Background: an optimization exercise with open tools, aiming at small area, a short achievable clock period and few clock cycles. Do not read the settings as production practice.
RTL that was checked went through simulation tests only; none was proved equivalent to the original.

the baseline:
==> flow/design.v <==
module ex_stage #(
  parameter int unsigned DATA_W    = 32,
  parameter int unsigned STALL_IDX = 3
) (
  input  logic              clk,
  input  logic              rst,
  input  logic [5:0]        stall,
  input  logic [4:0]        exALUop,
  input  logic [DATA_W-1:0] exReg1,
  input  logic [DATA_W-1:0] exReg2,
  input  logic [4:0]        exRS1,
  input  logic [4:0]        exRS2,
  input  logic [4:0]        exWriteNum,
  input  logic              exWriteReg,
  input  logic              memWriteReg,
  input  logic [4:0]        memWriteNum,
  input  logic [DATA_W-1:0] memResult,
  input  logic              wbWriteReg,
  input  logic [4:0]        wbWriteNum,
  input  logic [DATA_W-1:0] wbResult,
  output logic [DATA_W-1:0] exResult,
  output logic [4:0]        exWriteNumOut,
  output logic              exWriteRegOut,
  output logic              stallreq
);
  localparam int unsigned DIV_K   = 4;             
  localparam int unsigned DIV_CYC = 32 / DIV_K;    
  localparam logic [4:0] OP_ADD  = 5'd1,  OP_SUB  = 5'd2,  OP_AND  = 5'd3,  OP_OR   = 5'd4;
  localparam logic [4:0] OP_XOR  = 5'd5,  OP_SLL  = 5'd6,  OP_SRL  = 5'd7,  OP_SRA  = 5'd8;
  localparam logic [4:0] OP_SLT  = 5'd9,  OP_SLTU = 5'd10, OP_MUL  = 5'd11, OP_DIV  = 5'd12;
  localparam logic [4:0] OP_DIVU = 5'd13, OP_REM  = 5'd14, OP_REMU = 5'd15;
  typedef enum logic [1:0] {IDLE, MUL, DIV, DOUT} state_t;
  state_t state;
  function automatic logic [63:0] bk_carry(input logic [63:0] a, input logic [63:0] b,
                                           input logic cin, input int W);
    logic [63:0] g, p;
    g = a & b;
    p = a ^ b;
    g[0] = g[0] | (p[0] & cin);
    for (int d = 1; d < W; d = d * 2)
      for (int i = 2*d - 1; i < W; i = i + 2*d) begin
        g[i] = g[i] | (p[i] & g[i-d]);
        p[i] = p[i] & p[i-d];
      end
    for (int d = 32; d >= 1; d = d / 2)
      for (int i = 3*d - 1; i < W; i = i + 2*d) begin
        g[i] = g[i] | (p[i] & g[i-d]);
        p[i] = p[i] & p[i-d];
      end
    bk_carry = {g[62:0], cin};
  endfunction
  function automatic logic [31:0] cneg(input logic n, input logic [31:0] x);
    logic [63:0] c;
    c = bk_carry({32'd0, ~x}, 64'd0, 1'b1, 32);
    cneg = n ? (~x ^ c[31:0]) : x;
  endfunction
  logic [31:0] op1, op2;
  logic        unused_stall;
  assign unused_stall = ^stall;
  always_comb begin : fwd
    op1 = exReg1;
    if (memWriteReg && memWriteNum == exRS1 && exRS1 != 5'd0)    op1 = memResult;
    else if (wbWriteReg && wbWriteNum == exRS1 && exRS1 != 5'd0) op1 = wbResult;
    op2 = exReg2;
    if (memWriteReg && memWriteNum == exRS2 && exRS2 != 5'd0)    op2 = memResult;
    else if (wbWriteReg && wbWriteNum == exRS2 && exRS2 != 5'd0) op2 = wbResult;
  end
  logic        is_sub;
  logic [32:0] sum;
  logic        lt_s, lt_u;
  logic [31:0] sh_in, sh_rev, sh_out, sh_res;
  logic [63:0] sh_wide;
  logic        is_sll, sh_fill;
  logic [31:0] alu_res;
  assign is_sub = (exALUop == OP_SUB) || (exALUop == OP_SLT) || (exALUop == OP_SLTU);
  assign sum    = {1'b0, op1} + {1'b0, is_sub ? ~op2 : op2} + {32'd0, is_sub};
  assign lt_u   = !sum[32];
  assign lt_s   = (op1[31] ^ op2[31]) ? op1[31] : sum[31];
  assign is_sll  = (exALUop == OP_SLL);
  assign sh_fill = (exALUop == OP_SRA) & op1[31];
  always_comb begin
    for (int i = 0; i < 32; i++) sh_rev[i] = op1[31-i];
  end
  assign sh_in   = is_sll ? sh_rev : op1;
  assign sh_wide = {{32{sh_fill}}, sh_in} >> op2[4:0];
  assign sh_out  = sh_wide[31:0];
  always_comb begin
    for (int i = 0; i < 32; i++) sh_res[i] = is_sll ? sh_out[31-i] : sh_out[i];
  end
  always_comb begin : alu
    alu_res = '0;
    case (exALUop)
      OP_ADD, OP_SUB:          alu_res = sum[31:0];
      OP_AND:                  alu_res = op1 & op2;
      OP_OR:                   alu_res = op1 | op2;
      OP_XOR:                  alu_res = op1 ^ op2;
      OP_SLL, OP_SRL, OP_SRA:  alu_res = sh_res;
      OP_SLT:                  alu_res = {31'd0, lt_s};
      OP_SLTU:                 alu_res = {31'd0, lt_u};
      default:                 alu_res = '0;
    endcase
  end
  logic [31:0] ra, rq, rr;
  logic [2:0]  cnt;
  logic        want_q, neg_q, neg_r, d_cin;
  logic is_mul, is_div, is_signed, a_neg, b_neg;
  assign is_mul    = (exALUop == OP_MUL);
  assign is_div    = (exALUop == OP_DIV) || (exALUop == OP_DIVU) ||
                     (exALUop == OP_REM) || (exALUop == OP_REMU);
  assign is_signed = (exALUop == OP_DIV) || (exALUop == OP_REM);
  assign a_neg     = is_signed & op1[31];
  assign b_neg     = is_signed & op2[31];
  logic [31:0] m_a, m_acc, prod;
  logic [7:0]  m_b;
  logic        m_p;
  assign m_a   = ra;
  assign m_b   = rq[7:0];
  assign m_acc = rr;
  logic [31:0] pp [4];
  logic [31:0] hot;
  logic [8:0]  bb;
  assign bb = {m_b, m_p};
  always_comb begin
    hot = '0;
    for (int j = 0; j < 4; j++) begin
      logic b0, b1, b2, one, two, neg;
      logic [31:0] x;
      b0  = bb[2*j];
      b1  = bb[2*j+1];
      b2  = bb[2*j+2];
      one = b0 ^ b1;
      two = (b2 & !b1 & !b0) | (!b2 & b1 & b0);
      neg = b2 & !(b1 & b0);
      x   = (({32{one}} & m_a) | ({32{two}} & (m_a << 1))) ^ {32{neg}};
      pp[j]      = x << (2*j);
      hot[2*j]   = neg;
    end
  end
  function automatic logic [63:0] csa(input logic [31:0] x, input logic [31:0] y, input logic [31:0] z);
    logic [31:0] s, c;
    s = x ^ y ^ z;
    c = ((x & y) | (x & z) | (y & z)) << 1;
    csa = {s, c};
  endfunction
  logic [31:0] l1s0, l1c0, l1s1, l1c1, l2s, l2c, l3s, l3c;
  always_comb begin
    {l1s0, l1c0} = csa(pp[0], pp[1], pp[2]);
    {l1s1, l1c1} = csa(pp[3], m_acc, hot);
    {l2s, l2c}   = csa(l1s0, l1c0, l1s1);
    {l3s, l3c}   = csa(l2s, l2c, l1c1);
  end
  logic [63:0] m_c;
  assign m_c  = bk_carry({32'd0, l3s}, {32'd0, l3c}, 1'b0, 32);
  assign prod = l3s ^ l3c ^ m_c[31:0];
  logic mul_last;
  assign mul_last = (rq[31:8] == 24'd0) && (!rq[7] || cnt == 3'd3);
  logic [31:0] d_r [DIV_K+1];
  logic [31:0] d_q [DIV_K+1];
  always_comb begin
    d_r[0] = rr;
    d_q[0] = rq;
    for (int i = 0; i < DIV_K; i++) begin
      logic [63:0] x, y, c;
      logic [33:0] diff;
      x    = {31'd0, d_r[i], d_q[i][31]};
      y    = {30'd0, 2'b11, ra};
      c    = bk_carry(x, y, d_cin, 34);
      diff = x[33:0] ^ y[33:0] ^ c[33:0];
      d_q[i+1] = {d_q[i][30:0], !diff[33]};
      d_r[i+1] = diff[33] ? {d_r[i][30:0], d_q[i][31]} : diff[31:0];
    end
  end
  logic [31:0] a_mag, b_add;
  logic        mul_keep, a_short;
  assign a_mag    = cneg(a_neg, op1);
  assign b_add    = b_neg ? op2 : ~op2;
  assign mul_keep = is_mul & !(op2[31:16] != 16'd0 && op1[31:16] == 16'd0);
  assign a_short  = !is_mul & (a_mag[31:16] == 16'd0);
  logic        div0, d_neg;
  logic [31:0] d_sel, div_res;
  assign div0    = d_cin & (ra == 32'hFFFF_FFFF);
  assign d_sel   = want_q ? (rq | {32{div0}}) : rr;
  assign d_neg   = want_q ? (neg_q & !div0) : neg_r;
  assign div_res = cneg(d_neg, d_sel);
  always_comb begin : ctl
    stallreq = 1'b0;
    unique case (state)
      IDLE:    stallreq = is_mul | is_div;
      MUL:     stallreq = !mul_last;
      DIV:     stallreq = 1'b1;
      DOUT:    stallreq = 1'b0;
      default: stallreq = 1'b0;
    endcase
    if (rst) stallreq = 1'b0;
  end
  always_ff @(posedge clk) begin : state_reg
    if (rst) state <= IDLE;
    else begin
      unique case (state)
        IDLE:    if (is_mul) state <= MUL; else if (is_div) state <= DIV;
        MUL:     if (mul_last && !stall[STALL_IDX]) state <= IDLE;
        DIV:     if (cnt == 3'(DIV_CYC - 1)) state <= DOUT;
        DOUT:    if (!stall[STALL_IDX]) state <= IDLE;
        default: state <= IDLE;
      endcase
    end
  end
  always_ff @(posedge clk) begin : data_regs
    unique case (state)
      IDLE: begin
        cnt <= '0;
        m_p <= 1'b0;
        ra <= is_mul ? (mul_keep ? op1 : op2) : b_add;
        rq <= mul_keep ? op2 : (a_short ? {a_mag[15:0], 16'd0} : a_mag);
        d_cin <= !b_neg;
        rr <= '0;
        if (a_short) cnt <= 3'(DIV_CYC / 2);
        if (!is_mul) begin
          want_q <= (exALUop == OP_DIV) || (exALUop == OP_DIVU);
          neg_q  <= a_neg ^ b_neg;
          neg_r  <= a_neg;
        end
      end
      MUL: if (!mul_last) begin
        cnt <= cnt + 3'd1;
        m_p <= rq[7];
        ra <= ra << 8;
        rq <= rq >> 8;
        rr <= prod;
      end
      DIV: begin
        cnt <= cnt + 3'd1;
        rq  <= d_q[DIV_K];
        rr  <= d_r[DIV_K];
      end
      default: ;
    endcase
  end
  logic [31:0] res;
  always_comb begin
    unique case (state)
      MUL:     res = prod;
      DOUT:    res = div_res;
      default: res = alu_res;
    endcase
  end
  assign exResult      = rst ? '0 : res;
  assign exWriteNumOut = exWriteNum;
  assign exWriteRegOut = !rst && exWriteReg && !stallreq;
endmodule
==> flow/config.mk <==
export PLATFORM = sky130hd
export DESIGN_NAME = ex_stage
export DESIGN_NICKNAME = ex_stage
export VERILOG_FILES = /design/flow/design.v
export SDC_FILE = /design/flow/constraint.sdc
export NUM_CORES = 4
export LEC_CHECK = 0
export ABC_AREA = 1
export CAP_MARGIN = 20
export CORE_MARGIN = 2
export CORE_UTILIZATION = 60
export SETUP_SLACK_MARGIN = 5
export SLEW_MARGIN = 20
==> flow/constraint.sdc <==
create_clock -name core_clock -period 17.0 [get_ports {clk}]
set_input_delay 3.4000 -clock core_clock [delete_from_list [all_inputs] [get_ports {clk}]]
set_output_delay 3.4000 -clock core_clock [all_outputs]
set_load 0.01 [all_outputs]
run.sh (not shown) runs the stock make flow with config.mk's settings and CLKGATE_MAP_FILE= SYNTH_SCRIPT=/design/flow/synth_recipe.tcl, a recipe that flattens the netlist after the stock synthesis.
The baseline was carried through to the last stage, and its layout satisfied the timing, design-rule and antenna checks.
Testbench counts of the baseline, summed over its fixed seeds: cycles 25,030.
## Diff of input files: the candidate against the baseline
--- a/flow/design.v
+++ b/flow/design.v
@@ -110,52 +110,39 @@
   assign is_signed = (exALUop == OP_DIV) || (exALUop == OP_REM);
   assign a_neg     = is_signed & op1[31];
   assign b_neg     = is_signed & op2[31];
   logic [31:0] m_a, m_acc, prod;
   logic [7:0]  m_b;
-  logic        m_p;
   assign m_a   = ra;
   assign m_b   = rq[7:0];
   assign m_acc = rr;
-  logic [31:0] pp [4];
-  logic [31:0] hot;
-  logic [8:0]  bb;
-  assign bb = {m_b, m_p};
-  always_comb begin
-    hot = '0;
-    for (int j = 0; j < 4; j++) begin
-      logic b0, b1, b2, one, two, neg;
-      logic [31:0] x;
-      b0  = bb[2*j];
-      b1  = bb[2*j+1];
-      b2  = bb[2*j+2];
-      one = b0 ^ b1;
-      two = (b2 & !b1 & !b0) | (!b2 & b1 & b0);
-      neg = b2 & !(b1 & b0);
-      x   = (({32{one}} & m_a) | ({32{two}} & (m_a << 1))) ^ {32{neg}};
-      pp[j]      = x << (2*j);
-      hot[2*j]   = neg;
-    end
+  logic [31:0] pp [8];
+  always_comb begin
+    for (int i = 0; i < 8; i++) pp[i] = (m_a & {32{m_b[i]}}) << i;
   end
   function automatic logic [63:0] csa(input logic [31:0] x, input logic [31:0] y, input logic [31:0] z);
     logic [31:0] s, c;
     s = x ^ y ^ z;
     c = ((x & y) | (x & z) | (y & z)) << 1;
     csa = {s, c};
   endfunction
-  logic [31:0] l1s0, l1c0, l1s1, l1c1, l2s, l2c, l3s, l3c;
+  logic [31:0] l1s0, l1c0, l1s1, l1c1, l1s2, l1c2;
+  logic [31:0] l2s0, l2c0, l2s1, l2c1, l3s, l3c, l4s, l4c;
   always_comb begin
     {l1s0, l1c0} = csa(pp[0], pp[1], pp[2]);
-    {l1s1, l1c1} = csa(pp[3], m_acc, hot);
-    {l2s, l2c}   = csa(l1s0, l1c0, l1s1);
-    {l3s, l3c}   = csa(l2s, l2c, l1c1);
+    {l1s1, l1c1} = csa(pp[3], pp[4], pp[5]);
+    {l1s2, l1c2} = csa(pp[6], pp[7], m_acc);
+    {l2s0, l2c0} = csa(l1s0, l1c0, l1s1);
+    {l2s1, l2c1} = csa(l1c1, l1s2, l1c2);
+    {l3s, l3c}   = csa(l2s0, l2c0, l2s1);
+    {l4s, l4c}   = csa(l3s, l3c, l2c1);
   end
   logic [63:0] m_c;
-  assign m_c  = bk_carry({32'd0, l3s}, {32'd0, l3c}, 1'b0, 32);
-  assign prod = l3s ^ l3c ^ m_c[31:0];
+  assign m_c  = bk_carry({32'd0, l4s}, {32'd0, l4c}, 1'b0, 32);
+  assign prod = l4s ^ l4c ^ m_c[31:0];
   logic mul_last;
-  assign mul_last = (rq[31:8] == 24'd0) && (!rq[7] || cnt == 3'd3);
+  assign mul_last = (rq[31:8] == 24'd0);
   logic [31:0] d_r [DIV_K+1];
   logic [31:0] d_q [DIV_K+1];
   always_comb begin
     d_r[0] = rr;
     d_q[0] = rq;
@@ -207,11 +194,10 @@
   end
   always_ff @(posedge clk) begin : data_regs
     unique case (state)
       IDLE: begin
         cnt <= '0;
-        m_p <= 1'b0;
         ra <= is_mul ? (mul_keep ? op1 : op2) : b_add;
         rq <= mul_keep ? op2 : (a_short ? {a_mag[15:0], 16'd0} : a_mag);
         d_cin <= !b_neg;
         rr <= '0;
         if (a_short) cnt <= 3'(DIV_CYC / 2);
@@ -220,12 +206,10 @@
           neg_q  <= a_neg ^ b_neg;
           neg_r  <= a_neg;
         end
       end
       MUL: if (!mul_last) begin
-        cnt <= cnt + 3'd1;
-        m_p <= rq[7];
         ra <= ra << 8;
         rq <= rq >> 8;
         rr <= prod;
       end
       DIV: begin
Findings:
Worst setup margin on the candidate is behind the baseline. Re die width: the candidate is about 3.4% up on the baseline. From the baseline to the candidate the numbers moved as follows: period utilization grew by 0.70 points. Cells: the candidate has more instances than the baseline. Compared with the baseline, flip-flop and latch count in the candidate decreased slightly. The candidate reports a higher number of placed instances with taps included than the baseline does. Run comparison: the candidate origin of the worst setup path exRS1[1]; the baseline origin of the worst setup path exRS2[4]. Compare the candidate and the baseline | number of setup buffers added after CTS lower: the baseline.
Only the layout flow was run in the candidate; the RTL was not checked for function there.

-- static timing again, ports no longer ideal --
The results above use ideal ports. As a check the final layouts listed here were re-extracted and re-timed, cells and wires unchanged.
Step 1: set_driving_cell puts a clkbuf_16 on clk and a buf_2 on each other input, an assumption about the parent block.
Step 2 also shifts input and output timing later by t, the mid clock arrival at the registers, as if the neighbouring blocks saw the same clock.
Three values: ideal, step 1, step 2; two values: the first two.
run	shift t [ns]	setup slack, ns	worst hold slack (ns)	worst data-port slew with drivers (ns)
the baseline	0.436	5.135 / 5.112 / 5.112	0.582 / 0.582 / 0.582	0.07
the candidate	0.437	5.016 / 4.979 / 4.979	0.591 / 0.591 / 0.591	0.07
After both steps every run listed still meets setup and hold. The setup slack of the candidate, which loses most, moves by -0.037 ns with the drivers and by -0.037 ns with both steps.
